What follows belongs to an exercise in optimizing a design on an open flow for small area, a short achievable clock period and few clock cycles per item; a production flow would make more cautious choices. Only simulation tests tie the RTL to the original design; equivalence was not proved.

==> design/flow/design.v <==
module fme_halfpel_win #(
  parameter int PIX_W = 8,
  parameter int REF_W = 16,
  parameter int REF_H = 16
) (
  input  logic                         clk,
  input  logic                         rst,
  input  logic                         start,
  input  logic [$clog2(REF_W)-1:0]     cx,
  input  logic [$clog2(REF_H)-1:0]     cy,
  output logic                         rd_en,
  output logic [$clog2(REF_W*REF_H)-1:0] rd_addr,
  input  logic [PIX_W-1:0]             rd_data,
  output logic                         busy,
  output logic                         done,
  output logic [9*PIX_W-1:0]           half
);
  localparam int HW = 15;    
  localparam int VW = 20;    
  localparam logic [4:0] W0  = 5'b0_000_0;
  localparam logic [4:0] W1  = 5'b0_001_0;
  localparam logic [4:0] WM4 = 5'b1_000_1;
  localparam logic [4:0] WM5 = 5'b1_001_1;
  localparam logic [4:0] W16 = 5'b0_010_0;
  localparam logic [4:0] W20 = 5'b0_010_1;
  localparam logic [4:0] W36 = 5'b0_100_1;
  function automatic logic [4:0] wt0(input logic [2:0] d, input logic [3:0] ctr);
    if (ctr == 4'd0 && d == 3'd0)       wt0 = W36;
    else if (ctr == 4'd1 && d == 3'd7)  wt0 = W16;
    else if (ctr == 4'd2 && d == 3'd6)  wt0 = WM4;
    else if (ctr == 4'd14 && d == 3'd1) wt0 = WM4;
    else if (ctr == 4'd15 && d == 3'd0) wt0 = W16;
    else case (d)
      3'd5:    wt0 = W1;     
      3'd6:    wt0 = WM5;    
      3'd7:    wt0 = W20;    
      3'd0:    wt0 = W20;
      3'd1:    wt0 = WM5;
      3'd2:    wt0 = W1;
      default: wt0 = W0;
    endcase
  endfunction
  function automatic logic [4:0] wt1(input logic [2:0] d, input logic [3:0] ctr);
    if (ctr == 4'd0 && d == 3'd0)       wt1 = W16;
    else if (ctr == 4'd1 && d == 3'd7)  wt1 = WM4;
    else if (ctr == 4'd13 && d == 3'd2) wt1 = WM4;
    else if (ctr == 4'd14 && d == 3'd1) wt1 = W16;
    else if (ctr == 4'd15 && d == 3'd0) wt1 = W36;
    else case (d)
      3'd6:    wt1 = W1;     
      3'd7:    wt1 = WM5;    
      3'd0:    wt1 = W20;
      3'd1:    wt1 = W20;
      3'd2:    wt1 = WM5;
      3'd3:    wt1 = W1;
      default: wt1 = W0;
    endcase
  endfunction
  function automatic logic [VW-1:0] mac(input logic [VW-1:0] acc, input logic [4:0] w,
                                        input logic [VW-1:0] x);
    logic [VW-1:0] a, b, n;
    n = {VW{w[4]}};
    a = ({VW{w[3]}} & (x << 5)) | ({VW{w[2]}} & (x << 4)) | ({VW{w[1]}} & x);
    b = {VW{w[0]}} & (x << 2);
    mac = acc + (a ^ n) + (b ^ n);
  endfunction
  function automatic logic [PIX_W-1:0] clip5(input logic [HW-1:0] v);
    if (v[HW-1])      clip5 = '0;
    else if (v[HW-2]) clip5 = '1;
    else              clip5 = v[12:5];
  endfunction
  function automatic logic [PIX_W-1:0] clip10(input logic [VW-1:0] v);
    if (v[VW-1])      clip10 = '0;
    else if (v[VW-2]) clip10 = '1;
    else              clip10 = v[17:10];
  endfunction
  function automatic logic neg2_0(input logic [3:0] ctr);
    neg2_0 = !(ctr == 4'd0 || ctr == 4'd1 || ctr == 4'd15);
  endfunction
  function automatic logic neg2_1(input logic [3:0] ctr);
    neg2_1 = !(ctr == 4'd0 || ctr == 4'd14 || ctr == 4'd15);
  endfunction
  function automatic logic [3:0] lo_of(input logic [3:0] p);
    lo_of = (p < 4'd3) ? 4'd0 : p - 4'd3;
  endfunction
  function automatic logic [3:0] hi_of(input logic [3:0] p);
    hi_of = (p > 4'd12) ? 4'd15 : p + 4'd3;
  endfunction
  function automatic logic [3:0] first_of(input logic [3:0] p);
    first_of = (p == 4'd15) ? 4'd12 : p + 4'd1;
  endfunction
  function automatic logic [2:0] dlo_of(input logic [3:0] p);
    dlo_of = (p == 4'd0) ? 3'd0 : (p == 4'd1) ? 3'd7 : (p == 4'd2) ? 3'd6 : 3'd5;
  endfunction
  function automatic logic [2:0] dhi_of(input logic [3:0] p);
    dhi_of = (p == 4'd15) ? 3'd0 : (p == 4'd14) ? 3'd1 : (p == 4'd13) ? 3'd2 : 3'd3;
  endfunction
  function automatic logic [2:0] dfirst_of(input logic [3:0] p);
    dfirst_of = (p == 4'd15) ? 3'd5 : 3'd1;
  endfunction
  logic       accept;
  logic [3:0] cx_q, cy_q;
  logic [3:0] rr, cc;
  logic [2:0] dr, dc;            
  logic       last_a;
  logic       fin;
  assign accept = start & ~busy;
  assign last_a = (dr == 3'd0) && (dc == 3'd0);
  always_ff @(posedge clk or negedge rst) begin
    if (!rst) begin
      busy  <= 1'b0;
      rd_en <= 1'b0;
    end else begin
      busy  <= accept | (busy & ~fin);
      rd_en <= accept | (rd_en & ~last_a);
    end
  end
  always_ff @(posedge clk) begin
    if (!busy) begin
      cx_q <= cx;
      cy_q <= cy;
      rr   <= first_of(cy);
      cc   <= first_of(cx);
      dr   <= dfirst_of(cy);
      dc   <= dfirst_of(cx);
    end else if (rd_en) begin
      if (dc == 3'd0) begin
        cc <= first_of(cx_q);
        dc <= dfirst_of(cx_q);
        if (dr == dhi_of(cy_q)) begin
          rr <= lo_of(cy_q);
          dr <= dlo_of(cy_q);
        end else begin
          rr <= rr + 4'd1;
          dr <= dr + 3'd1;
        end
      end else if (dc == dhi_of(cx_q)) begin
        cc <= lo_of(cx_q);
        dc <= dlo_of(cx_q);
      end else begin
        cc <= cc + 4'd1;
        dc <= dc + 3'd1;
      end
    end
  end
  assign rd_addr = {rr, cc};
  logic       vb, lb;
  logic [2:0] rb, cb;            
  logic [PIX_W-1:0] pix;
  logic       first_b, vflag_b, vnext;
  logic [4:0] a0c, a1c;         
  logic       fstc;             
  logic       vfc;              
  logic       lcc;              
  logic       q1, q2;           
  logic [4:0] nb0, nb1;         
  logic [2:0] tb_d;
  logic [3:0] tb_c;
  logic       w1, w2;           
  assign first_b = (cb == dfirst_of(cx_q));
  assign vflag_b = (cb == 3'd0);
  assign vnext   = vb & vflag_b;
  always_ff @(posedge clk or negedge rst) begin
    if (!rst) begin
      vb   <= 1'b0;
      lb   <= 1'b0;
      fstc <= 1'b0;
      vfc  <= 1'b0;
      lcc  <= 1'b0;
      q1   <= 1'b0;
      q2   <= 1'b0;
      fin  <= 1'b0;
      done <= 1'b0;
    end else begin
      vb   <= rd_en;
      lb   <= rd_en & last_a;
      fstc <= vb & first_b;
      vfc  <= vnext;
      lcc  <= lb;
      q1   <= lcc;
      q2   <= q1;
      fin  <= q2;
      done <= fin;
    end
  end
  always_ff @(posedge clk) begin
    rb  <= dr;
    cb  <= dc;
    pix <= rd_data;
    a0c <= !vb ? W0 : vflag_b ? ((cx_q == 4'd0) ? W36 : (cx_q == 4'd15) ? W16 : W20) : nb0;
    a1c <= !vb ? W0 : vflag_b ? ((cx_q == 4'd0) ? W16 : (cx_q == 4'd15) ? W36 : W20) : nb1;
    w1  <= vfc;
    w2  <= w1;
  end
  logic [HW-1:0] h0, h1, h0n, h1n, hold0, hold1;
  logic [PIX_W-1:0] pxh;         
  logic [4:0]    hb0, hb1;       
  logic [VW-1:0] px;
  logic          hn0, hn1;       
  assign px  = VW'(pix);
  assign h0n = HW'(mac(VW'(fstc ? {10'd0, 2'b10, hn0, ~hn0, 1'b0} : h0), a0c, px));
  assign h1n = HW'(mac(VW'(fstc ? {10'd0, 2'b10, hn1, ~hn1, 1'b0} : h1), a1c, px));
  assign tb_d = vflag_b ? rb : cb;
  assign tb_c = vflag_b ? cy_q : cx_q;
  assign nb0  = wt0(tb_d, tb_c);
  assign nb1  = wt1(tb_d, tb_c);
  always_ff @(posedge clk) begin
    if (!busy) begin
      hn0 <= neg2_0(cx);
      hn1 <= neg2_1(cx);
    end
    h0 <= h0n;
    h1 <= h1n;
    if (vfc) begin
      hold0 <= h0n;
      hold1 <= h1n;
    end
    if (vnext) begin
      pxh <= rd_data;
      hb0 <= nb0;
      hb1 <= nb1;
    end
  end
  logic [1:0]    ph, ph_n;
  logic          updv_n, updh_n, upd_n;
  logic [4:0]    uw0, uw1;       
  logic          xs;             
  logic          zi;             
  logic          zn0, zn1;       
  logic [VW-1:0] r00, r01, r02, r10, r11, r12;
  logic [VW-1:0] x0, x1, s0, s1, pv, a0i, a1i;
  logic          fresh;          
  function automatic logic [1:0] mod3_span(input logic [3:0] p);   
    case (p)
      4'd1, 4'd14: mod3_span = 2'd2;                  
      4'd2, 4'd13: mod3_span = 2'd0;                  
      default:     mod3_span = 2'd1;                  
    endcase
  endfunction
  function automatic logic [1:0] ph_start(input logic [3:0] x, input logic [3:0] y);
    logic [1:0] mx, my, n3;
    mx = mod3_span(x);
    my = mod3_span(y);
    n3 = (mx == 2'd0 || my == 2'd0) ? 2'd0 :
         (mx == my) ? 2'd1 : 2'd2;                     
    case (n3)                                          
      2'd0:    ph_start = 2'd1;
      2'd1:    ph_start = 2'd0;
      default: ph_start = 2'd2;
    endcase
  endfunction
  assign ph_n   = !busy ? ph_start(cx, cy) : (ph == 2'd2) ? 2'd0 : ph + 2'd1;
  assign updv_n = (ph_n == 2'd2) & (vnext | vfc | w1);
  assign updh_n = (ph_n != 2'd2) & (vfc | w1 | w2);
  assign upd_n  = updv_n | updh_n;
  always_ff @(posedge clk) begin
    ph    <= ph_n;
    xs    <= (ph_n == 2'd2);
    fresh <= !busy | (fresh & ~w2);
    zi    <= fresh & upd_n;
    zn0   <= (ph_n == 2'd1) ? neg2_1(cy_q) : neg2_0(cy_q);
    zn1   <= (ph_n == 2'd0) ? neg2_0(cy_q) : neg2_1(cy_q);
    uw0   <= !upd_n ? W0 : (ph_n == 2'd0) ? hb0 : (ph_n == 2'd1) ? hb1 : vnext ? nb0 : hb0;
    uw1   <= !upd_n ? W0 : (ph_n == 2'd0) ? hb0 : (ph_n == 2'd1) ? hb1 : vnext ? nb1 : hb1;
  end
  assign pv = VW'({pxh, 5'b0});
  assign x0 = xs ? pv : {{(VW-HW){hold0[HW-1]}}, hold0};
  assign x1 = xs ? pv : {{(VW-HW){hold1[HW-1]}}, hold1};
  assign a0i = zi ? VW'({xs, 6'b0, zn0, ~zn0, 1'b0}) : r00;
  assign a1i = zi ? VW'({xs, 6'b0, zn1, ~zn1, 1'b0}) : r10;
  assign s0 = mac(a0i, uw0, x0);
  assign s1 = mac(a1i, uw1, x1);
  always_ff @(posedge clk) begin
    r00 <= r01;
    r01 <= r02;
    r02 <= s0;
    r10 <= r11;
    r11 <= r12;
    r12 <= s1;
  end
  always_ff @(posedge clk or negedge rst) begin
    if (!rst) half <= '0;
    else if (fin) begin
      half[0*PIX_W +: PIX_W] <= clip10(r01);
      half[1*PIX_W +: PIX_W] <= clip10(r00);
      half[2*PIX_W +: PIX_W] <= clip10(r11);
      half[3*PIX_W +: PIX_W] <= clip5(hold0);
      half[4*PIX_W +: PIX_W] <= pxh;
      half[5*PIX_W +: PIX_W] <= clip5(hold1);
      half[6*PIX_W +: PIX_W] <= clip10(r02);
      half[7*PIX_W +: PIX_W] <= clip10(r10);
      half[8*PIX_W +: PIX_W] <= clip10(r12);
    end
  end
endmodule
==> design/flow/flow/run.sh <==
#!/bin/bash
set -euo pipefail
MARGIN=6.0
bash standard.sh SETUP_SLACK_MARGIN=$MARGIN "BUFFER_PORTS_ARGS=-buffer_cell sky130_fd_sc_hd__buf_2" finish > orfs_make.log 2>&1
==> design/flow/standard.sh <==
#!/bin/bash
# synth_recipe.tcl (not shown) runs the flow's synth.tcl, then flattens the netlist and writes it again
# the make line also repeats each setting of config.mk as NAME=value (left out here)
make -C /OpenROAD-flow-scripts/flow DESIGN_CONFIG=/design/flow/config.mk WORK_HOME=/design/flow/orfs CLKGATE_MAP_FILE= SYNTH_SCRIPT=/design/flow/synth_recipe.tcl "${@:-finish}"
==> design/flow/config.mk <==
export PLATFORM = sky130hd
export DESIGN_NAME = fme_halfpel_win
export DESIGN_NICKNAME = fme_halfpel_win
export VERILOG_FILES = /design/flow/design.v
export SDC_FILE = /design/flow/constraint.sdc
export NUM_CORES = 4
export LEC_CHECK = 0
export ABC_AREA = 1
export CAP_MARGIN = 20
export CORE_MARGIN = 2
export CORE_UTILIZATION = 40
export CTS_CLUSTER_DIAMETER = 150
export CTS_CLUSTER_SIZE = 26
export SLEW_MARGIN = 20
==> design/flow/constraint.sdc <==
create_clock -name core_clock -period 9.5 [get_ports {clk}]
set_input_delay 1.9000 -clock core_clock [delete_from_list [all_inputs] [get_ports {clk}]]
set_output_delay 1.9000 -clock core_clock [all_outputs]
set_load 0.01 [all_outputs]
==> metrics.csv, run 1 <==
metric,value,unit
status,timing/DRC/antenna clean,
setup_violations,0,
die_w,218,um
layout_setup_ws,6.16,ns
tightest_slew,0.906,ns
cp-start-kind,flop,
synth_xor_area_share,8.88,%
antenna_found_initial,0,
yosys.area.top_type,dfxtp_1,
grt_pass1_vias,13300,
synth_cells,2095,
synth_area_per_cell,8.71,um^2
max-cap-violations,0,
yosys.area_share.adder,11.9,%
rr_startpoint,xs,
synth-seq-area-share,43.9,%
netlist_area,0.0182,mm^2
area_growth,9.91,%
cts_tree,built,
slew_violations,0,
setup_tns,0,ns
layout.nets,2332,
synth_top_area_share,22.3,%
clk_path_buf_depth,3,
wirelength,43000,um
synth-main-ff-cell,dfxtp_1,
finClkSkew,0.0270,ns
dp.cells,2745,
pin_count,102,
hold_path.class,reg2reg,
synth.area.top_cells,"dfxtp_1, dfrtp_1, edfxtp_1, nand2_1, xor2_1",
synthMuxAreaShare,0.734,%
fin_cells,2782,
synthTopCellsByCount,"nand2_1, inv_1, dfxtp_1",
grt_max_degree,68,
hp-start,r11[6],
rsz0062_at_grt,true,
worstSetupPathType,reg2reg,
gr-total-overflow,0,
cts.sinks,348,
rows,78,
insertion_delay,0.53,ns
crit_fanout,27,
wl_per_cell,15.5,um
endpoint_kind,flop,
drive_above_1_share,10.6,%
synth-edff-count,62,
synth_seq_cells,348,
cts_inserted_buffers,17,
async_flop_share,23.9,%
finalHoldViolCount,0,
whs,0.333,ns
cp.arrival,3.75,ns
die-area,0.0473,mm^2
die_y,218,um
synth.net_count,2255,
cts-root-buf,clkbuf_16,
hold_path_depth,0,
synth_top_family_by_area,simple AND/OR/NAND/NOR gates,
fp.coreArea,0.0452,mm^2
r2r_end,r12[17],
yosys.area_share.simple,15.4,%
start_util,40.4,%
vias_per_cell,4.88,
track_usage,18.4,%
drc,0,
min_period,3.34,ns
drt_iter0_drc,985,
port_buffers,101,
grt_first_pass_wirelength,70000,um
htreeDepth,1,
clkTransAtPathRegs,0.10,ns
antenna_cells,0,
place_congestion,0.894,
hold-path-endpoint,r10[6],
firstDrtPassIters,6,
finalCritPeriodShare,35.1,%
slew_headroom,39.6,%
reg2reg_slack,6.16,ns
pre_cts_slack,5.42,ns
yosysWarnings,1,
hpwl,33100,um
worstPathRequired,9.91,ns
fmax,300,MHz
synth-compound-area-share,11.0,%
dr_total_vias,13600,
yosysMostFrequentCell,nand2_1,
ant_nets,0,
synth_cell_types,50,
reg2reg_depth,15,
[sequential cells by signal, summed over array words and instances, names as in the netlist, 5 cells and up]
register	count
half	72
r00	20
r01	20
r02	20
r10	20
r11	20
r12	20
h0	15
h1	15
hold0	15
hold1	15
pix	8
pxh	8
a0c	5
a1c	5
hb0	5
hb1	5
uw0	5
uw1	5
[worst max path at each step]
stage                start  endpoint  slack (ns)  depth (start not counted)
global route            xs   r02[17]        5.91                         18
finish                  xs   r12[17]        6.16                         15
CTS                     xs   r12[16]        6.01                         16
floorplan               xs   r02[17]        6.03                         18
detailed placement  uw1[4]   r12[16]        5.42                         13
global placement        xs   r02[17]        5.48                         17
[what timing repair did]
item | CTS | global route
gates cloned | 0 | 1
setup buffers | 4 | 3
gates resized for setup | 20 | 39
pin swaps | 1 | 5
hold buffers | 0 | 0
setup endpoints to repair | 31 | 25
[area by class of cell]
cell class | count | area [um^2]
clock buffers | 28 | 467
clock inverters | 1 | 16.3
fillers | 4390 | 25100
inverters | 334 | 1260
multi-input cells | 1354 | 8860
flip-flops and latches | 348 | 8020
well taps | 600 | 751
repair buffers | 117 | 669
[logic make-up after synthesis]
logic type	count (synthesis)
AO/OA/AOI/OAI	339
buffers and inverters	393
adder cells (fa/ha/maj)	141
XOR/XNOR	185
multiplexers	12
AND/OR/NAND/NOR	677
flip-flops	348
[metal layers]
layer	up-vias	routed length [um]	global-route usage, %
met5	-	0	0
met2	309	20000	30.6
met1	6346	20300	25.5
li1	6881	-	-
met4	0	876	4.82
met3	50	1910	1.77
[worst max-delay path, stage by stage, from the launching register on]
cell and delay, ns:
dfxtp_4 0.36, clkinvlp_4 0.12, buf_12 0.18, nand2_1 0.14, o21ai_1 0.24, xor2_1 0.13
fa_1 0.56, inv_1 0.05, ha_1 0.34, a21oi_1 0.26, o21ai_2 0.10, a21oi_2 0.20
o21ai_2 0.13, a21oi_2 0.17, o21ai_1 0.08, xor2_1 0.14
[metrics by stage]
stage	util [%]	instance area [um^2]
finish	44.4	20000
global placement	42.8	19300
floorplan	-	18200
detailed placement	42.8	19300
global route	44.4	20000
CTS	44.0	19900
[layout by cell type, fill, tap and decap left out, types with 6 or more instances in the layout]
cell type	instances
mux2_2	11
o21ai_0	67
inv_2	14
fa_1	54
buf_4	13
a21oi_1	90
dfxtp_2	8
xnor2_1	29
edfxtp_1	62
inv_1	316
a31oi_1	11
clkbuf_16	18
dfxtp_1	193
buf_2	100
ha_1	85
nor2_1	138
o21ai_1	17
nor2_2	7
nand2_2	8
o211ai_1	14
o31ai_1	6
dfrtp_1	81
nand4_1	7
nor3_1	9
nand2_1	385
xor2_1	156
a21oi_2	7
o21ai_2	8
o22ai_1	83
a21boi_0	6
nand3_1	100
clkbuf_1	11
Testbench counts, summed over its fixed seeds: cycles 17,279, items 384.
==> run 2, diff against run 1 <==
--- a/design/flow/config.mk
+++ b/design/flow/config.mk
@@ -12,3 +12,4 @@
 export CTS_CLUSTER_DIAMETER = 150
 export CTS_CLUSTER_SIZE = 26
+export GPL_TIMING_DRIVEN = 1
 export SLEW_MARGIN = 20
==> run 2 against run 1 <==
Largest cell class unchanged. Count of clock-buffer cells in the layout unchanged. Still clean. First-iteration DRC count unchanged. Non-clock buffer count unchanged. Cell count unchanged.
==> metrics.csv, run 2 <==
metric,value,unit,change
firstDrtPassIters,6,,unchanged
cts-root-buf,clkbuf_16,,
antenna_cells,0,,unchanged
grt_max_degree,68,,unchanged
synth_seq_cells,348,,unchanged
fin_area,0.0200,mm^2,unchanged
area_growth,9.91,%,unchanged
insertion_delay,0.53,ns,about the same
synth_cells,2095,,unchanged
cts_tree,built,,
synth-seq-area-share,43.9,%,unchanged
gr-total-overflow,0,,unchanged
endpoint_kind,flop,,
fillCellCount,4390,,unchanged
clkTransAtPathRegs,0.10,ns,about the same
grt_pass1_vias,13300,,unchanged
yosysMostFrequentCell,nand2_1,,
wl_per_cell,15.5,um,unchanged
synth.net_count,2255,,unchanged
largest_reg_flops,72,,unchanged
clk_path_buf_depth,3,,unchanged
netlist_area,0.0182,mm^2,unchanged
synth_area_per_cell,8.71,um^2,unchanged
cp-start-kind,flop,,
wirelength,43000,um,unchanged
yosys.area.top_type,dfxtp_1,,
dp.cells,2745,,unchanged
regMostFlops,half,,
async_flop_share,23.9,%,unchanged
setup_violations,0,,unchanged
synth_top_area_share,22.3,%,unchanged
cp.arrival,3.75,ns,about the same
drc,0,,unchanged
fp.coreArea,0.0452,mm^2,unchanged
fmax,300,MHz,unchanged
slew_violations,0,,unchanged
synth-edff-count,62,,unchanged
min_period,3.34,ns,unchanged
yosysWarnings,1,,unchanged
crit_fanout,27,,unchanged
hold_path.class,reg2reg,,
track_usage,18.4,%,unchanged
placed_cell_area,0.0193,mm^2,unchanged
final_util,44.4,%,unchanged
die-area,0.0473,mm^2,unchanged
finalCritPeriodShare,35.1,%,unchanged
status,timing/DRC/antenna clean,,
drive_above_1_share,10.6,%,unchanged
start_util,40.4,%,unchanged
layout_common_cells,"nand2_1, inv_1, dfxtp_1, xor2_1, nor2_1",,
drt_iter0_drc,985,,unchanged
synth_cell_types,50,,unchanged
antenna_found_initial,0,,unchanged
finClkSkew,0.0270,ns,unchanged
synth.area.top_cells,"dfxtp_1, dfrtp_1, edfxtp_1, nand2_1, xor2_1",,
synthTopCellsByCount,"nand2_1, inv_1, dfxtp_1",,
final_common_cell,nand2_1,,
die_y,218,um,unchanged
setup_tns,0,ns,unchanged
dr_total_vias,13600,,unchanged
worstPathRequired,9.91,ns,about the same
fin_cells,2782,,unchanged
max-cap-violations,0,,unchanged
port_buffers,101,,unchanged
layout.nets,2332,,unchanged
die_w,218,um,unchanged
grt_first_pass_wirelength,70000,um,unchanged
hpwl,33100,um,unchanged
rsz0062_at_grt,true,,
cts.sinks,348,,unchanged
place_congestion,0.894,,unchanged
ant_nets,0,,unchanged
tightest_slew,0.906,ns,unchanged
pin_count,102,,unchanged
finalHoldViolCount,0,,unchanged
cts_inserted_buffers,17,,unchanged
synth-main-ff-cell,dfxtp_1,,
slew_headroom,39.6,%,unchanged
htreeDepth,1,,unchanged
worstSetupPathType,reg2reg,,
rows,78,,unchanged
vias_per_cell,4.88,,unchanged
## run 2: cell counts after synthesis
Identical to the previous run, type by type.
## run 2: stage by stage
| step | hold slack, ns | worst slack, ns |
|---|---|---|
| global route | 0.339 | 5.91 |
| detailed placement | 0.312 | 5.42 |
| finish | 0.333 | 6.16 |
| CTS | 0.336 | 6.01 |
| global placement | 0.310 | 5.48 |
| floorplan | 0.310 | 6.03 |
## run 2: metal layers
metal	up-vias	wire [um]	GRT usage [%]
li1	6881	-	-
met1	6346	20300	25.5
met2	309	20000	30.6
met3	50	1910	1.77
met4	0	876	4.82
met5	-	0	0
## run 2: cell type report
cell class,instances,area (um^2),share of cell area [%]
Clock buffer,28,467,2.33
Clock inverter,1,16.3,0.0811
Inverter,334,1260,6.30
Multi-Input combinational cell,1354,8860,44.2
Sequential cell,348,8020,40.0
Tap cell,600,751,3.74
Timing Repair Buffer,117,669,3.34
## run 2: kinds of logic (layout without fill, tap and decap cells)
family,after synthesis,in the layout,share of synthesized area [%]
adders and majority gates,141,141,11.9
muxes,12,12,0.734
AOI/OAI and AO/OA,339,339,11.0
buffers and inverters,393,480,8.16
DFF,348,348,43.9
xor gates and xnor gates,185,185,8.88
and+or+nand+nor,677,677,15.4
## run 2: critical path, cell delays in order (launching register included)
cell and delay (ns):
dfxtp_4 0.36, clkinvlp_4 0.12, buf_12 0.18, nand2_1 0.14, o21ai_1 0.24, xor2_1 0.13
fa_1 0.56, inv_1 0.05, ha_1 0.34, a21oi_1 0.26, o21ai_2 0.10, a21oi_2 0.20
o21ai_2 0.13, a21oi_2 0.17, o21ai_1 0.08, xor2_1 0.14
## run 2: path summary, 6_finish.rpt
| check | start | endpoint | slack [ns] | cells after the start |
|---|---|---|---|---|
| worst max-delay path | xs | r12[17] | 6.16 | 15 |
| worst min-delay path | r11[6] | r10[6] | 0.33 | 0 |
| worst max register to register | xs | r12[17] | 6.16 | 15 |
| worst min register to register | r11[6] | r10[6] | 0.33 | 0 |
| max in group asynchronous | rst | half[64] | 7.05 | 2 |
| min in group asynchronous | rst | busy | 1.25 | 1 |
## run 2: timing repair
action                     CTS  global route
gates cloned                 0             1
setup buffers                4             3
setup endpoints to repair   31            25
hold buffers                 0             0
pin swaps                    1             5
gates resized for setup     20            39
hold endpoints to repair     0             0
==> run 3, diff against run 2 <==
--- a/design/flow/config.mk
+++ b/design/flow/config.mk
@@ -6,5 +6,4 @@
 export NUM_CORES = 4
 export LEC_CHECK = 0
-export ABC_AREA = 1
 export CAP_MARGIN = 20
 export CORE_MARGIN = 2
@@ -12,4 +11,3 @@
 export CTS_CLUSTER_DIAMETER = 150
 export CTS_CLUSTER_SIZE = 26
-export GPL_TIMING_DRIVEN = 1
 export SLEW_MARGIN = 20
==> run 3 against run 2 <==
Still clean on timing, DRC and antenna. Non-clock buffer count increased by 33. Worst hold slack got worse by 0.0064 ns. Synthesized area increased by 2.5%. Critical path depth decreased by 1. Sequential cell count unchanged. Worst setup slack got worse by 0.071 ns. Clock skew decreased by 0.0034 ns. Highest routed layer is now met5.
==> metrics.csv, run 3 <==
metric,value,unit,change
status,timing/DRC/antenna clean,,
finalHoldViolCount,0,,unchanged
max-cap-violations,0,,unchanged
min_period,3.41,ns,+0.0711 ns
cts-root-buf,clkbuf_16,,
worstPathRequired,9.95,ns,+0.04 ns
grt_pass1_vias,13100,,-1.7%
tightest_slew,1.05,ns,+0.145 ns
antenna_cells,0,,unchanged
synthTopCellsByCount,"nor2_1, dfxtp_1, inv_1",,
regMostFlops,half,,
die_w,220,um,+1.2%
slew_headroom,29.9,%,-9.7 points
firstDrtPassIters,10,,+4
crit_path_start,xs,,
worstSetupPathType,reg2reg,,
largest_reg_flops,72,,unchanged
synth-main-ff-cell,dfxtp_1,,
final_util,45.0,%,+0.68 points
port_buffers,101,,unchanged
fillCellCount,4454,,+1.5%
synth_top_area_share,21.7,%,-0.54 points
grt_first_pass_wirelength,68600,um,-2.0%
yosys.area.top_type,dfxtp_1,,
clk_path_buf_depth,3,,unchanged
cts_inserted_buffers,17,,unchanged
htreeDepth,1,,unchanged
dr_total_vias,13500,,-0.60%
synth_seq_cells,348,,unchanged
drc,0,,unchanged
reg2reg_slack,6.09,ns,-0.07 ns
drive_above_1_share,17.9,%,+7.3 points
insertion_delay,0.53,ns,about the same
synth_cell_types,76,,+52%
yosysMostFrequentCell,nor2_1,,
cts_hold_buf,0,,unchanged
synth_top_family_by_area,simple AND/OR/NAND/NOR gates,,
cts_tree,built,,
drt_iter0_drc,920,,-6.6%
clkTransAtPathRegs,0.10,ns,about the same
yosys.area_share.simple,13.3,%,-2.1 points
yosys.area_share.adder,11.6,%,-0.29 points
vias_per_cell,5.20,,+6.5%
rsz0062_at_grt,true,,
cts.sinks,348,,unchanged
layout_common_cells,"nor2_1, dfxtp_1, inv_1, nand2_1, buf_2",,
finalCritPeriodShare,35.9,%,+0.75 points
synth.area.top_cells,"dfxtp_1, dfrtp_1, edfxtp_1, ha_1, fa_1",,
cp.arrival,3.86,ns,+0.11 ns
rr_startpoint,xs,,
slew_violations,0,,unchanged
synth_xor_area_share,8.48,%,-0.40 points
synth_cells,1915,,-8.6%
gr-total-overflow,0,,unchanged
pin_count,102,,unchanged
synth.net_count,2075,,-8.0%
wirelength,42700,um,-0.76%
rows,79,,+1.3%
place_congestion,0.871,,-2.6%
finClkSkew,0.0236,ns,-0.00341 ns
netlist_area,0.0187,mm^2,+2.5%
synthMuxAreaShare,6.38,%,+5.6 points
fp.coreArea,0.0464,mm^2,+2.6%
placed_cell_area,0.0196,mm^2,+1.6%
layout_setup_ws,6.09,ns,-0.0711 ns
track_usage,17.5,%,-0.81 points
grt_max_degree,75,,+10%
fin_cells,2596,,-6.7%
synth-compound-area-share,12.0,%,+1.0 points
r2r_end,r12[13],,
yosysWarnings,1,,unchanged
reg2reg_depth,14,,-1
setup_tns,0,ns,unchanged
crit_fanout,5,,-81%
hold_path.class,reg2reg,,
die_y,220,um,+1.2%
setup_violations,0,,unchanged
final_common_cell,nor2_1,,
endpoint,r12[13],,
cp-start-kind,flop,,
synth-edff-count,62,,unchanged
layout.nets,2138,,-8.3%
dp.cells,2524,,-8.1%
fmax,293,MHz,-2.1%
synth-seq-area-share,42.8,%,-1.1 points
async_flop_share,23.9,%,unchanged
area_growth,11.7,%,
antenna_found_initial,3,,+3
fin_area,0.0209,mm^2,+4.2%
endpoint_kind,flop,,
synth_area_per_cell,9.76,um^2,+12%
start_util,40.3,%,-0.044 points
hpwl,31100,um,-6.1%
pre_cts_slack,4.93,ns,-0.491 ns
wl_per_cell,16.5,um,+6.4%
die-area,0.0485,mm^2,+2.4%
ant_nets,0,,unchanged
[run 3: cell count changes in the layout (fill, tap and decap cells not counted), moves of 49 or more]
cell / before / now
o22ai_1: 83 / 2
mux2_2: 11 / 86
nand3_1: 100 / 36
xor2_1: 156 / 96
nand2b_1: 0 / 49
nand2_1: 385 / 125
xnor2_1: 29 / 85
inv_1: 316 / 147
nor2_1: 138 / 205
[run 3: final cells by class]
| type | instances | area [um^2] | share of cell area (%) |
|---|---|---|---|
| tap | 607 | 759 | 3.64 |
| sequential | 348 | 8060 | 38.6 |
| clock buffer | 27 | 463 | 2.22 |
| inverter | 151 | 576 | 2.76 |
| multi-input combinational | 1310 | 10100 | 48.2 |
| clock inverter | 3 | 28.8 | 0.138 |
| timing repair buffer | 150 | 938 | 4.49 |
[run 3: logic make-up after synthesis]
| family | Yosys count |
|---|---|
| AO/OA/AOI/OAI | 347 |
| multiplexers | 107 |
| XOR/XNOR | 181 |
| adder cells (fa/ha/maj) | 141 |
| AND/OR/NAND/NOR | 534 |
| buffers and inverters | 257 |
| flip-flops | 348 |
[run 3: critical path, cell delays in order, from the launching register on]
cell and delay, ns:
dfxtp_4 0.41, buf_12 0.15, nor2b_2 0.16, nand2_1 0.08, xor2_1 0.16, fa_1 0.55
inv_1 0.06, fa_2 0.38, a211oi_2 0.33, o21ai_2 0.13, a31o_2 0.25, a21o_1 0.20
a21o_1 0.19, a21oi_2 0.14, xnor2_1 0.12
[run 3: how the worst min path moves through the flow]
| stage | start | to | slack [ns] | depth (start not counted) |
|---|---|---|---|---|
| floorplan | r01[0] | r00[0] | 0.31 | 0 |
| global placement | r11[0] | r10[0] | 0.31 | 0 |
| detailed placement | r02[9] | r01[9] | 0.31 | 0 |
| CTS | r01[0] | r00[0] | 0.33 | 0 |
| global route | r01[3] | r00[3] | 0.34 | 0 |
| finish | r01[0] | r00[0] | 0.33 | 0 |
[run 3: repair_timing]
item	4_1_cts	5_1_grt
buffers inserted	11	30
endpoints found under the setup margin	52	43
resized for setup	37	90
cloned	0	1
pin swaps	6	32
[run 3: routing by layer]
metal / up-vias / share of wire [%] / global-route usage [%]
met1: 6468 / 47 / 24.3
met5: - / 0.082 / 0
met4: 6 / 2.4 / 4.79
met2: 367 / 45 / 28.9
li1: 6595 / - / -
met3: 69 / 5.4 / 2.24
[run 3: per-stage QoR]
step           hold WS [ns]
2_1_floorplan         0.310
3_3_place_gp          0.310
3_5_place_dp          0.312
4_1_cts               0.329
5_1_grt               0.339
6_report              0.327
==> run 4, diff against run 3 <==
==> design/flow/run.sh (new file) <==
#!/bin/bash
# synth_recipe.tcl (not shown) runs the flow's synth.tcl, then flattens the netlist and writes it again
# the make line also repeats each setting of config.mk as NAME=value (left out here)
make -C /OpenROAD-flow-scripts/flow DESIGN_CONFIG=/design/flow/config.mk WORK_HOME=/design/flow/orfs CLKGATE_MAP_FILE= SYNTH_SCRIPT=/design/flow/synth_recipe.tcl finish
--- a/design/flow/config.mk
+++ b/design/flow/config.mk
@@ -6,4 +6,5 @@
 export NUM_CORES = 4
 export LEC_CHECK = 0
+export ABC_AREA = 1
 export CAP_MARGIN = 20
 export CORE_MARGIN = 2
@@ -11,3 +12,4 @@
 export CTS_CLUSTER_DIAMETER = 150
 export CTS_CLUSTER_SIZE = 26
+export SETUP_SLACK_MARGIN = 5
 export SLEW_MARGIN = 20
removed: design/flow/flow/run.sh
removed: design/flow/standard.sh
==> run 4 against run 3 <==
Still clean on timing, DRC and antenna. Global-route usage rose by 0.67 points. Worst hold slack is essentially flat. Register-to-register slack worse by 0.73 ns. Critical path depth up 5. Maximum frequency fell by 18%. Synthesized area is 2.4% lower. Clock skew increased by 0.0095 ns. Critical path type unchanged. Largest cell class unchanged. Highest routed layer is now met4.
==> metrics.csv, run 4 <==
metric,value,unit,change
status,timing/DRC/antenna clean,,
firstDrtPassIters,5,,-5
synth-seq-area-share,43.9,%,+1.1 points
busiest_layer,met2,,
regMostFlops,half,,
endpoint_kind,flop,,
wl_per_cell,15.3,um,-7.1%
insertion_delay,0.53,ns,about the same
max-cap-violations,0,,unchanged
crit_buf_inv,3,,+1
cts_inserted_buffers,17,,unchanged
die_w,218,um,-1.2%
track_usage,18.2,%,+0.67 points
final_common_cell,nand2_1,,
synth_xor_area_share,8.88,%,+0.40 points
synth-main-ff-cell,dfxtp_1,,
crit_path_frequent_cell,nand2_1,,
synthMuxAreaShare,0.734,%,-5.6 points
port_buffers,101,,unchanged
cts.sinks,348,,unchanged
hpwl,33400,um,+7.1%
synth_top_family_by_area,simple AND/OR/NAND/NOR gates,,
clk_path_buf_depth,3,,unchanged
finalHoldViolCount,0,,unchanged
synth_cell_types,50,,-34%
ant_nets,0,,unchanged
yosys.area_share.simple,15.4,%,+2.1 points
htreeDepth,1,,unchanged
gr-total-overflow,0,,unchanged
crit_slowest_cell,dfxtp_1,,
synth.area.top_cells,"dfxtp_1, dfrtp_1, edfxtp_1, nand2_1, xor2_1",,
cts_hold_buf,0,,unchanged
netlist_area,0.0182,mm^2,-2.4%
synthTopCellsByCount,"nand2_1, inv_1, dfxtp_1",,
synth.net_count,2255,,+8.7%
area_growth,11.4,%,
yosysMostFrequentCell,nand2_1,,
synth-edff-count,62,,unchanged
grt_pass1_vias,13400,,+2.0%
final_util,45.0,%,-0.072 points
setup_tns,0,ns,unchanged
path_cells,clkinvlp_4 > buf_4 > nand2_1 > nand2_1 > nand2_1 > nand3_1 > xor2_1 > fa_1 > inv_1 > ha_1 > nand2_1 > nand2_1 > a31oi_1 > nand3_1 > a21boi_0 > o21ai_0 > nand2_1 > nand2_1 > xor2_1,,
largest_reg_flops,72,,unchanged
critical_path.max_stage_delay,0.62,ns,+0.07 ns
seq_area,0.00800,mm^2,-0.65%
cp.arrival,4.56,ns,+0.70 ns
tightest_slew,0.854,ns,-0.197 ns
met3_usage,1.74,%,-0.50 points
yosysWarnings,1,,unchanged
antenna_found_initial,0,,-3
synth_top_area_share,22.3,%,+0.54 points
post_cts_buffers,0,,-11
cts_tree,built,,
finClkSkew,0.0331,ns,+0.00955 ns
synth_cells,2095,,+9.4%
layout.nets,2326,,+8.8%
die_y,218,um,-1.2%
min_period,4.14,ns,+0.732 ns
yosys.area.top_type,dfxtp_1,,
grt_max_degree,65,,-13%
start_util,40.4,%,+0.044 points
wirelength,42500,um,-0.62%
crit_fanout,28,,+23
setup_violations,0,,unchanged
dr_total_vias,13500,,+0.20%
rsz0062_at_grt,false,,
slew_violations,0,,unchanged
synth-compound-area-share,11.0,%,-1.0 points
vias_per_cell,4.87,,-6.3%
die-area,0.0473,mm^2,-2.4%
clkTransAtPathRegs,0.11,ns,about the same
pin_count,102,,unchanged
drt_iter0_drc,938,,+2.0%
worstSetupPathType,reg2reg,,
rows,78,,-1.3%
place_congestion,0.972,,+12%
hold_path.class,reg2reg,,
crit_path_start,xs,,
worstPathRequired,9.92,ns,-0.03 ns
layout_setup_ws,5.36,ns,-0.732 ns
cts-root-buf,clkbuf_16,,
synth_seq_cells,348,,unchanged
async_flop_share,23.9,%,unchanged
hp-start,r02[7],,
fmax,242,MHz,-18%
drive_above_1_share,4.04,%,-14 points
cp-start-kind,flop,,
dp.cells,2746,,+8.8%
drc,0,,unchanged
rr_startpoint,xs,,
antenna_cells,0,,unchanged
fin_cells,2776,,+6.9%
finalCritPeriodShare,43.6,%,+7.7 points
layout_common_cells,"nand2_1, inv_1, dfxtp_1, xor2_1, nor2_1",,
pre_cts_slack,5.15,ns,+0.217 ns
grt_use_met2,29.9,%,+1.0 points
grt_first_pass_wirelength,69800,um,+1.8%
cp_top_family,adder cells,,
fp.coreArea,0.0452,mm^2,-2.5%
slew_headroom,43.0,%,+13 points
yosys.area_share.adder,11.9,%,+0.29 points
use_met1,25.5,%,+1.2 points
fillCellCount,4381,,-1.6%
synth_area_per_cell,8.71,um^2,-11%
multi_input_area,0.00875,mm^2,-13%
## run 4: cell types whose count changed after synthesis, moves of 49 or more
cell,change
nand2_1,+260
inv_1,+166
o22ai_1,+80
mux2_2,-76
nand3_1,+64
nor2_1,-64
xor2_1,+60
xnor2_1,-56
nand2b_1,-49
## run 4: worst register-to-register path, stage by stage (launching register included)
cell and delay, ns:
dfxtp_1 0.62, clkinvlp_4 0.36, buf_4 0.30, nand2_1 0.10
nand2_1 0.11, nand2_1 0.09, nand3_1 0.09, xor2_1 0.16
fa_1 0.50, inv_1 0.04, ha_1 0.37, nand2_1 0.10
nand2_1 0.05, a31oi_1 0.19, nand3_1 0.15, a21boi_0 0.30
o21ai_0 0.20, nand2_1 0.09, nand2_1 0.06, xor2_1 0.14
## run 4: per-layer routing
| layer | up-vias | share of wire [%] |
|---|---|---|
| met1 | 6297 | 48 |
| met2 | 308 | 45 |
| li1 | 6868 | - |
| met4 | 0 | 2.8 |
| met5 | - | 0 |
| met3 | 59 | 4.0 |
## run 4: timing repair
item                       CTS  global route
hold endpoints to repair     0             0
resized for setup            0             1
setup endpoints to repair    0             7
## run 4: layout make-up
cell class | instances | share of cell area [%]
Sequential cell | 348 | 39.4
Multi-Input combinational cell | 1354 | 43.0
Tap cell | 600 | 3.69
Timing Repair Buffer | 110 | 5.29
Clock buffer | 28 | 2.30
Clock inverter | 1 | 0.0800
Timing Repair inverter | 1 | 0.0246
Inverter | 334 | 6.19
## run 4: stage by stage
stage,cell area [um^2],hold slack (ns)
final,20300,0.327
after global routing,20300,0.336
after CTS,20300,0.331
after detailed placement,19800,0.313
after global placement,19800,0.310
after floorplan,18200,0.310
## run 4: logic make-up after synthesis
kind of cell	after synthesis
flops	348
xor+xnor	185
simple gates	677
compound gates	339
mux	12
fa+ha+maj	141
buf+inv	393
## run 4: worst paths after layout
check | endpoint | slack [ns] | depth (start not counted)
min in group asynchronous | half[29] | 1.27 | 1
setup / recovery | r02[17] | 5.36 | 19
hold reg to reg | r01[7] | 0.33 | 0
hold / removal | r01[7] | 0.33 | 0
setup reg to reg | r02[17] | 5.36 | 19
max in group asynchronous | half[43] | 7.10 | 2
==> run 5, diff against run 4 <==
--- a/design/flow/design.v
+++ b/design/flow/design.v
@@ -170,4 +170,6 @@
       q1   <= 1'b0;
       q2   <= 1'b0;
+      w1   <= 1'b0;
+      w2   <= 1'b0;
       fin  <= 1'b0;
       done <= 1'b0;
@@ -180,4 +182,6 @@
       q1   <= lcc;
       q2   <= q1;
+      w1   <= vfc;
+      w2   <= w1;
       fin  <= q2;
       done <= fin;
@@ -190,6 +194,4 @@
     a0c <= !vb ? W0 : vflag_b ? ((cx_q == 4'd0) ? W36 : (cx_q == 4'd15) ? W16 : W20) : nb0;
     a1c <= !vb ? W0 : vflag_b ? ((cx_q == 4'd0) ? W16 : (cx_q == 4'd15) ? W36 : W20) : nb1;
-    w1  <= vfc;
-    w2  <= w1;
   end
   logic [HW-1:0] h0, h1, h0n, h1n, hold0, hold1;
==> design/flow/flow/run.sh (new file) <==
#!/bin/bash
set -euo pipefail
MARGIN=6.0
bash standard.sh SETUP_SLACK_MARGIN=$MARGIN "BUFFER_PORTS_ARGS=-buffer_cell sky130_fd_sc_hd__buf_2" finish > orfs_make.log 2>&1
==> design/flow/standard.sh (new file) <==
#!/bin/bash
# synth_recipe.tcl (not shown) runs the flow's synth.tcl, then flattens the netlist and writes it again
# the make line also repeats each setting of config.mk as NAME=value (left out here)
make -C /OpenROAD-flow-scripts/flow DESIGN_CONFIG=/design/flow/config.mk WORK_HOME=/design/flow/orfs CLKGATE_MAP_FILE= SYNTH_SCRIPT=/design/flow/synth_recipe.tcl "${@:-finish}"
--- a/design/flow/config.mk
+++ b/design/flow/config.mk
@@ -12,4 +12,3 @@
 export CTS_CLUSTER_DIAMETER = 150
 export CTS_CLUSTER_SIZE = 26
-export SETUP_SLACK_MARGIN = 5
 export SLEW_MARGIN = 20
removed: design/flow/run.sh
==> run 5 against run 4 <==
Still clean on timing, DRC and antenna. Synthesized area up 1.8%. Clock skew down 0.0059 ns. Worst hold slack better by 0.0048 ns. Synthesized cell count up 3.3%. First-iteration DRC count down 10%. Maximum frequency up 24%. Global-route usage up 0.32 points. Critical path type unchanged.
==> metrics.csv, run 5 <==
metric,value,unit,change
cp.arrival,3.74,ns,-0.82 ns
crit_fanout,4,,-86%
cts-root-buf,clkbuf_16,,
setup_tns,0,ns,unchanged
ant_nets,0,,unchanged
synth_cell_types,49,,-2.0%
yosys.area.top_type,dfxtp_1,,
multi_input_area,0.00911,mm^2,+4.2%
netlist_area,0.0186,mm^2,+1.8%
track_usage,18.5,%,+0.32 points
synth_cells,2165,,+3.3%
grt_max_degree,59,,-9.2%
die_y,219,um,+0.88%
rows,78,,unchanged
wirelength,43900,um,+3.4%
final_common_cell,nand2_1,,
fin_area,0.0203,mm^2,-0.25%
setup_violations,0,,unchanged
insertion_delay,0.54,ns,about the same
die-area,0.0482,mm^2,+1.8%
regMostFlops,half,,
cts_inserted_buffers,17,,unchanged
area_growth,9.19,%,
drive_above_1_share,9.61,%,+5.6 points
synth_seq_cells,348,,unchanged
slew_headroom,50.7,%,+7.7 points
synthTopCellsByCount,"nand2_1, inv_1, dfxtp_1",,
synth.area.top_cells,"dfxtp_1, dfrtp_1, edfxtp_1, nand2_1, xor2_1",,
largest_reg_flops,72,,unchanged
worstPathRequired,9.91,ns,about the same
dr_total_vias,14000,,+3.1%
hpwl,34400,um,+3.0%
async_flop_share,24.4,%,+0.57 points
endpoint_kind,flop,,
cts_tree,built,,
cp-start-kind,flop,,
min_period,3.33,ns,-0.812 ns
synth.net_count,2325,,+3.1%
finalCritPeriodShare,35.0,%,-8.6 points
clkTransAtPathRegs,0.10,ns,about the same
max-cap-violations,0,,unchanged
synth_area_per_cell,8.58,um^2,-1.5%
vias_per_cell,4.90,,+0.50%
cts.sinks,348,,unchanged
clk_path_buf_depth,3,,unchanged
layout.nets,2398,,+3.1%
place_congestion,0.931,,-4.3%
cts_hold_buf,0,,unchanged
finalHoldViolCount,0,,unchanged
finClkSkew,0.0272,ns,-0.00592 ns
yosysMostFrequentCell,nand2_1,,
htreeDepth,1,,unchanged
pin_count,102,,unchanged
drc,0,,unchanged
gr-total-overflow,0,,unchanged
start_util,40.7,%,+0.37 points
tightest_slew,0.740,ns,-0.115 ns
drt_iter0_drc,841,,-10%
wl_per_cell,15.4,um,+0.79%
firstDrtPassIters,5,,unchanged
grt_pass1_vias,13900,,+3.9%
fp.coreArea,0.0456,mm^2,+0.86%
synth-edff-count,62,,unchanged
fmax,301,MHz,+24%
slew_violations,0,,unchanged
status,timing/DRC/antenna clean,,
hold_path.class,reg2reg,,
antenna_cells,0,,unchanged
worstSetupPathType,reg2reg,,
rsz0062_at_grt,true,,
synth_top_area_share,21.7,%,-0.61 points
synth-seq-area-share,43.2,%,-0.72 points
placed_cell_area,0.0196,mm^2,-0.96%
yosysWarnings,1,,unchanged
grt_first_pass_wirelength,72000,um,+3.0%
port_buffers,101,,unchanged
antenna_found_initial,1,,+1
synth-main-ff-cell,dfxtp_1,,
die_w,219,um,+0.88%
layout_common_cells,"nand2_1, inv_1, dfxtp_1, xor2_1, nor2_1",,
seq_area,0.00802,mm^2,+0.25%
fillCellCount,4504,,+2.8%
-- run 5: cell types whose count changed in the layout (fill, tap and decap cells not counted), sizes merged, moves of 3 or more --
cell,delta
nor2,+17
a21oi,-3
o21ai,-9
nand2,+44
inv,-4
nand3,+25
o21bai,+6
o22ai,-3
clkinv,+4
or2,-4
buf,+106
clkdlybuf4s50,-100
xnor2,-4
-- run 5: final timing paths --
check	to	depth (start not counted)	slack, ns	startpoint
setup / recovery	r02[14]	13	6.17	pxh[0]
hold / removal	r01[6]	0	0.33	r02[6]
setup reg to reg	r02[14]	13	6.17	pxh[0]
hold reg to reg	r01[6]	0	0.33	r02[6]
max in group asynchronous	half[32]	2	7.06	rst
min in group asynchronous	lcc	1	1.32	rst
-- run 5: repair_timing --
item                       CTS  global route
resized for setup           11            35
setup endpoints to repair   30            33
pin swaps                    0             1
setup buffers                2             1
-- run 5: area by class of cell --
class	count	area share [%]
Sequential cell	348	39.6
Multi-Input combinational cell	1421	44.9
Clock inverter	1	0.0802
Clock buffer	28	2.30
Timing Repair Buffer	116	3.14
Inverter	334	6.25
Tap cell	600	3.70
-- run 5: layer usage --
| layer | GRT usage (%) | routed length [um] |
|---|---|---|
| met2 | 30.2 | 19700 |
| met5 | 0 | 0 |
| met1 | 26.1 | 21300 |
| met4 | 5.27 | 1120 |
| met3 | 1.90 | 1800 |
-- run 5: stage by stage --
stage / worst slack [ns] / cells / hold slack [ns] / util [%]
5_1_grt: 5.98 / 2848 / 0.341 / 44.5
3_3_place_gp: 5.55 / 2815 / 0.310 / 43.1
6_report: 6.17 / 2848 / 0.332 / 44.5
2_1_floorplan: 6.19 / 2165 / 0.310 / -
3_5_place_dp: 5.44 / 2816 / 0.313 / 43.1
4_1_cts: 6.05 / 2847 / 0.338 / 44.3
-- run 5: worst max-delay path, stage by stage (launching register included) --
cell and delay [ns]:
edfxtp_1 0.55, nand2_1 0.23, nand2_1 0.16, a21oi_1 0.22, xor2_1 0.10, fa_1 0.48, inv_1 0.04, ha_1 0.34
nand2_1 0.11, o21ai_1 0.21, nor2_2 0.09, o31ai_2 0.31, a21oi_1 0.18, xor2_1 0.17
-- run 5: cell families after synthesis --
| logic type | share of synthesized area [%] |
|---|---|
| compound gates | 10.3 |
| xor+xnor | 8.59 |
| simple gates | 17.3 |
| buf+inv | 8.23 |
| fa+ha+maj | 11.7 |
| mux | 0.714 |
| flops | 43.2 |
Testbench counts of run 5, summed over its fixed seeds: cycles 17,279, items 384.
==> run 6, diff against run 5 <==
==> design/flow/flow/run.sh (replaced) <==
#!/bin/bash
set -euo pipefail
MARGIN=6.1
bash standard.sh SETUP_SLACK_MARGIN=$MARGIN "BUFFER_PORTS_ARGS=-buffer_cell sky130_fd_sc_hd__buf_2" finish > orfs_make.log 2>&1
==> run 6 against run 5 <==
Via count fell by 0.24%. Maximum frequency up 2.3%. Register-to-register slack better by 0.07 ns. Cell area up 0.35%. Sequential cell count unchanged. Worst setup slack improved by 0.074 ns. Sequential share of layout area fell by 0.12 points. Synthesized cell count stayed put. First-iteration DRC count rose by 6.5%. Clock skew fell by 0.00055 ns. Critical endpoint unchanged. Highest routed layer unchanged.
==> metrics.csv, run 6 <==
metric,value,unit,change
grt_max_degree,59,,unchanged
gr-total-overflow,0,,unchanged
dp.cells,2816,,unchanged
tightest_slew,0.738,ns,-0.00120 ns
firstDrtPassIters,5,,unchanged
cts_inserted_buffers,17,,unchanged
ant_nets,0,,unchanged
status,timing/DRC/antenna clean,,
crit_slowest_cell,edfxtp_1,,
crit_fanout,4,,unchanged
endpoint_kind,flop,,
critical_path.max_stage_delay,0.50,ns,-0.05 ns
die-area,0.0482,mm^2,unchanged
final_common_cell,nand2_1,,
largest_reg_flops,72,,unchanged
worstPathRequired,9.91,ns,about the same
synth.net_count,2325,,unchanged
die_w,219,um,unchanged
yosys.area_share.simple,17.3,%,unchanged
final_util,44.6,%,+0.15 points
layout.nets,2401,,+0.13%
synth-compound-area-share,10.3,%,unchanged
drive_above_1_share,10.0,%,+0.43 points
max-cap-violations,0,,unchanged
async_flop_share,24.4,%,unchanged
antenna_found_initial,1,,unchanged
synthTopCellsByCount,"nand2_1, inv_1, dfxtp_1",,
slew_headroom,50.8,%,+0.080 points
yosys.area.top_type,dfxtp_1,,
rows,78,,unchanged
clkTransAtPathRegs,0.10,ns,about the same
netlist_area,0.0186,mm^2,unchanged
synth-seq-area-share,43.2,%,unchanged
path_cells,nand2_1 > nand2_1 > a21oi_1 > xor2_1 > fa_1 > inv_1 > ha_1 > nand2_1 > o21ai_1 > nor2_2 > o31ai_2 > a21oi_1 > xor2_1,,
finalHoldViolCount,0,,unchanged
cp_top_family,compound AO/OA/AOI/OAI gates,,
area_growth,9.57,%,
min_period,3.25,ns,-0.0741 ns
regMostFlops,half,,
synth-edff-count,62,,unchanged
setup_violations,0,,unchanged
vias_per_cell,4.88,,-0.34%
pin_count,102,,unchanged
wirelength,43900,um,about the same
htreeDepth,1,,unchanged
layout_setup_ws,6.25,ns,+0.0741 ns
fp.coreArea,0.0456,mm^2,unchanged
crit_path_frequent_cell,nand2_1,,
worstSetupPathType,reg2reg,,
synth_top_family_by_area,simple AND/OR/NAND/NOR gates,,
yosysWarnings,1,,unchanged
synth_area_per_cell,8.58,um^2,unchanged
synth_top_area_share,21.7,%,unchanged
finClkSkew,0.0267,ns,-0.000548 ns
hold_path.class,reg2reg,,
die_y,219,um,unchanged
synth_cell_types,49,,unchanged
synth_xor_area_share,8.59,%,unchanged
synth.area.top_cells,"dfxtp_1, dfrtp_1, edfxtp_1, nand2_1, xor2_1",,
cts_hold_buf,0,,unchanged
start_util,40.7,%,unchanged
cts_tree,built,,
port_buffers,101,,unchanged
finalCritPeriodShare,34.2,%,-0.78 points
clk_path_buf_depth,3,,unchanged
cp.arrival,3.67,ns,-0.07 ns
slew_violations,0,,unchanged
yosys.area_share.adder,11.7,%,unchanged
track_usage,18.5,%,about the same
crit_buf_inv,1,,unchanged
pre_cts_slack,5.44,ns,unchanged
antenna_cells,0,,unchanged
yosysMostFrequentCell,nand2_1,,
fmax,307,MHz,+2.3%
synth-main-ff-cell,dfxtp_1,,
setup_tns,0,ns,unchanged
synthMuxAreaShare,0.714,%,unchanged
dr_total_vias,13900,,-0.24%
grt_pass1_vias,13900,,+0.036%
synth_cells,2165,,unchanged
cts-root-buf,clkbuf_16,,
hpwl,34400,um,unchanged
place_congestion,0.931,,unchanged
drt_iter0_drc,896,,+6.5%
synth_seq_cells,348,,unchanged
grt_first_pass_wirelength,72000,um,about the same
wl_per_cell,15.4,um,-0.12%
fin_cells,2851,,+0.11%
drc,0,,unchanged
insertion_delay,0.54,ns,about the same
rsz0062_at_grt,true,,
layout_common_cells,"nand2_1, inv_1, dfxtp_1, xor2_1, nor2_1",,
cp-start-kind,flop,,
cts.sinks,348,,unchanged
run 6: cell counts after synthesis:
No cell type changed its count.
run 6: cells by family (layout without fill, tap and decap cells):
kind of cell	after synthesis	in the layout
and+or+nand+nor	761	761
muxes	12	12
DFF	348	348
adders and majority gates	141	141
buffers and inverters	396	482
xor gates and xnor gates	182	182
AOI/OAI and AO/OA	325	325
run 6: final cells by class:
cell class	instances	area, um^2
clock inverters	1	16.3
repair buffers	119	672
well taps	600	751
inverters	334	1270
fillers	4494	25200
clock buffers	28	467
multi-input cells	1421	9140
flip-flops and latches	348	8030
run 6: metal layers:
layer | part of all wire (%) | GRT usage, % | routed length, um
met2 | 45 | 30.2 | 19600
met5 | 0 | 0 | 0
met1 | 48 | 26.1 | 21100
met4 | 2.6 | 5.27 | 1160
met3 | 4.6 | 1.90 | 2010
run 6: path summary, 6_finish.rpt:
path                             to   start  depth (start not counted)  slack, ns
setup / recovery            r02[14]  pxh[0]                         13       6.25
hold / removal               r01[6]  r02[6]                          0       0.33
setup reg to reg            r02[14]  pxh[0]                         13       6.25
hold reg to reg              r01[6]  r02[6]                          0       0.33
max in group asynchronous  half[40]     rst                          2       7.07
min in group asynchronous       lcc     rst                          1       1.32
run 6: worst register-to-register path, delay by kind of cell, from the launching register on:
family / cells / cell delay [ns]
compound gates: 4 / 0.92
xor+xnor: 2 / 0.27
fa+ha+maj: 2 / 0.82
buf+inv: 1 / 0.04
flops: 1 / 0.50
simple gates: 4 / 0.57
run 6: through the flow:
stage          hold WS, ns  instance area, um^2
3_3_place_gp         0.310                19600
4_1_cts              0.338                20200
3_5_place_dp         0.313                19600
6_report             0.332                20300
5_1_grt              0.341                20300
2_1_floorplan        0.310                18600
run 6: timing repair:
action	in CTS	in global routing
pin swaps	0	3
gates resized for setup	16	46
gates cloned	0	0
endpoints found under the setup margin	37	38
endpoints found under the hold margin	0	0
setup buffers	2	4
==> run 7, diff against run 6 <==
==> design/flow/flow/run.sh (replaced) <==
#!/bin/bash
set -euo pipefail
MARGIN=5.85
bash standard.sh SETUP_SLACK_MARGIN=$MARGIN "BUFFER_PORTS_ARGS=-buffer_cell sky130_fd_sc_hd__buf_2" finish > orfs_make.log 2>&1
==> run 7 against run 6 <==
Still clean on timing, DRC and antenna. Routed wire length about the same. Register-to-register slack worse by 0.18 ns. Worst hold slack worse by 0.00051 ns. Core utilization down 0.31 points. Maximum frequency down 5.3%. First-iteration DRC count down 4.4%. Synthesized area unchanged. Sequential cell count unchanged. Global-route usage about the same. Highest routed layer unchanged.
==> metrics.csv, run 7 <==
metric,value,unit,change
crit_fanout,33,,+29
pin_count,102,,unchanged
die_w,219,um,unchanged
worstPathRequired,9.92,ns,about the same
synth.net_count,2325,,unchanged
wl_per_cell,15.4,um,about the same
finalHoldViolCount,0,,unchanged
cts.sinks,348,,unchanged
finClkSkew,0.0263,ns,-0.000348 ns
synth.area.top_cells,"dfxtp_1, dfrtp_1, edfxtp_1, nand2_1, xor2_1",,
layout_common_cells,"nand2_1, inv_1, dfxtp_1, xor2_1, nor2_1",,
clk_path_buf_depth,3,,unchanged
start_util,40.7,%,unchanged
whs,0.331,ns,-0.000505 ns
seq_area,0.00802,mm^2,about the same
synth-edff-count,62,,unchanged
synth-seq-area-share,43.2,%,unchanged
setup_violations,0,,unchanged
status,timing/DRC/antenna clean,,
rows,78,,unchanged
cts_tree,built,,
area_growth,8.80,%,
min_period,3.44,ns,+0.184 ns
layout.nets,2397,,-0.17%
firstDrtPassIters,5,,unchanged
synth_seq_cells,348,,unchanged
die-area,0.0482,mm^2,unchanged
finalCritPeriodShare,36.2,%,+1.9 points
place_congestion,0.931,,unchanged
wirelength,43900,um,about the same
slew_headroom,50.7,%,-0.12 points
gr-total-overflow,0,,unchanged
drive_above_1_share,8.99,%,-1.1 points
yosysWarnings,1,,unchanged
async_flop_share,24.4,%,unchanged
ant_nets,0,,unchanged
netlist_area,0.0186,mm^2,unchanged
multi_input_area,0.00905,mm^2,-0.94%
slew_violations,0,,unchanged
antenna_found_initial,1,,unchanged
final_util,44.3,%,-0.31 points
synth-main-ff-cell,dfxtp_1,,
htreeDepth,1,,unchanged
synth_cells,2165,,unchanged
fmax,291,MHz,-5.3%
track_usage,18.5,%,about the same
worstSetupPathType,reg2reg,,
synth_cell_types,49,,unchanged
port_buffers,101,,unchanged
hold_path.class,reg2reg,,
drc,0,,unchanged
cp.arrival,3.86,ns,+0.19 ns
yosysMostFrequentCell,nand2_1,,
fin_cells,2847,,-0.14%
synthTopCellsByCount,"nand2_1, inv_1, dfxtp_1",,
largest_reg_flops,72,,unchanged
max-cap-violations,0,,unchanged
synth_area_per_cell,8.58,um^2,unchanged
hpwl,34400,um,unchanged
dr_total_vias,13900,,-0.014%
setup_tns,0,ns,unchanged
grt_first_pass_wirelength,71900,um,-0.15%
grt_pass1_vias,13900,,-0.19%
clkTransAtPathRegs,0.11,ns,about the same
cts-root-buf,clkbuf_16,,
fp.coreArea,0.0456,mm^2,unchanged
synth_top_area_share,21.7,%,unchanged
insertion_delay,0.54,ns,about the same
die_y,219,um,unchanged
rsz0062_at_grt,false,,
drt_iter0_drc,857,,-4.4%
yosys.area.top_type,dfxtp_1,,
regMostFlops,half,,
endpoint_kind,flop,,
vias_per_cell,4.89,,+0.13%
antenna_cells,0,,unchanged
dp.cells,2816,,unchanged
grt_max_degree,59,,unchanged
fillCellCount,4510,,+0.36%
tightest_slew,0.740,ns,+0.00179 ns
cp-start-kind,flop,,
cts_inserted_buffers,17,,unchanged
final_common_cell,nand2_1,,
[run 7: final timing paths]
| check | startpoint | endpoint | slack, ns | cells after the start |
|---|---|---|---|---|
| min in group asynchronous | rst | lcc | 1.32 | 1 |
| setup reg to reg | xs | r12[17] | 6.06 | 15 |
| max in group asynchronous | rst | half[32] | 7.06 | 2 |
| hold reg to reg | r02[6] | r01[6] | 0.33 | 0 |
| setup / recovery | xs | r12[17] | 6.06 | 15 |
| hold / removal | r02[6] | r01[6] | 0.33 | 0 |
[run 7: final cells by class]
| cell class | count | share of cell area [%] |
|---|---|---|
| inverter | 334 | 6.27 |
| sequential | 348 | 39.7 |
| tap | 600 | 3.72 |
| multi-input combinational | 1421 | 44.8 |
| clock inverter | 1 | 0.0805 |
| clock buffer | 28 | 2.31 |
| timing repair buffer | 115 | 3.10 |
[run 7: timing repair]
| item | CTS | global route |
|---|---|---|
| buffers inserted | 2 | 0 |
| resized for setup | 5 | 18 |
| setup endpoints to repair | 24 | 30 |
| hold buffers | 0 | 0 |
[run 7: kinds of logic (layout without fill, tap and decap cells)]
family	Yosys count	count (layout)	share of synthesized area [%]
mux	12	12	0.714
compound gates	325	325	10.3
fa+ha+maj	141	141	11.7
xor+xnor	182	182	8.59
flops	348	348	43.2
buf+inv	396	478	8.23
simple gates	761	761	17.3
[run 7: routing by layer]
| layer | vias up | GRT usage [%] | routed length [um] |
|---|---|---|---|
| met5 | - | 0 | 0 |
| met4 | 0 | 5.27 | 1110 |
| met3 | 50 | 1.90 | 1890 |
| met2 | 301 | 30.1 | 19600 |
| met1 | 6486 | 26.1 | 21300 |
| li1 | 7081 | - | - |
[run 7: through the flow]
stage / area (um^2) / setup WS, ns
floorplan: 18600 / 6.19
global placement: 19600 / 5.55
detailed placement: 19600 / 5.44
CTS: 20100 / 5.87
global route: 20200 / 5.86
finish: 20200 / 6.06
[run 7: worst max-delay path, cell delays in order, from the launching register on]
cell      delay (ns)
dfxtp_4         0.40
clkinv_4        0.13
buf_8           0.22
nand2_1         0.19
o21ai_0         0.25
xor2_1          0.12
fa_1            0.55
inv_1           0.04
ha_1            0.34
a21oi_1         0.22
nand2_1         0.14
a21oi_2         0.24
o21ai_0         0.18
nand3_1         0.11
nand2_1         0.06
xor2_1          0.13

re-timing with driven ports:
No port has a modelled driver above. Below, the same layouts with a new extraction and two added sets of constraints.
Step 1, drivers: a clkbuf_16 drives clk and a buf_2 each remaining input, both assumed.
Step 2 moves the port delays by t, midway between the first and last clock arrival at a register: inputs arrive t later, outputs are due t later. That takes back most of the time a late clock gives input paths.
Three values: ideal ports, drivers, drivers and shift; two values: the first two.
| run | t (ns) | slack for setup (ns) | worst setup path at the end |
|---|---|---|---|
| run 1 | 0.576 | 6.163 / 6.163 / 5.739 | input to register |
| run 2 | 0.576 | 6.163 / 6.163 / 5.739 | input to register |
| run 3 | 0.578 | 6.092 / 6.092 / 5.550 | input to register |
| run 4 | 0.570 | 5.360 / 5.360 / 5.235 | input to register |
| run 5 | 0.580 | 6.172 / 6.172 / 5.663 | input to register |
| run 6 | 0.580 | 6.246 / 6.246 / 5.761 | input to register |
| run 7 | 0.583 | 6.063 / 6.063 / 5.662 | input to register |
After both steps setup and hold are still met in every run listed. For run 3, which loses most, drivers alone change the setup slack by 0.000 ns; drivers and shift together by -0.542 ns.
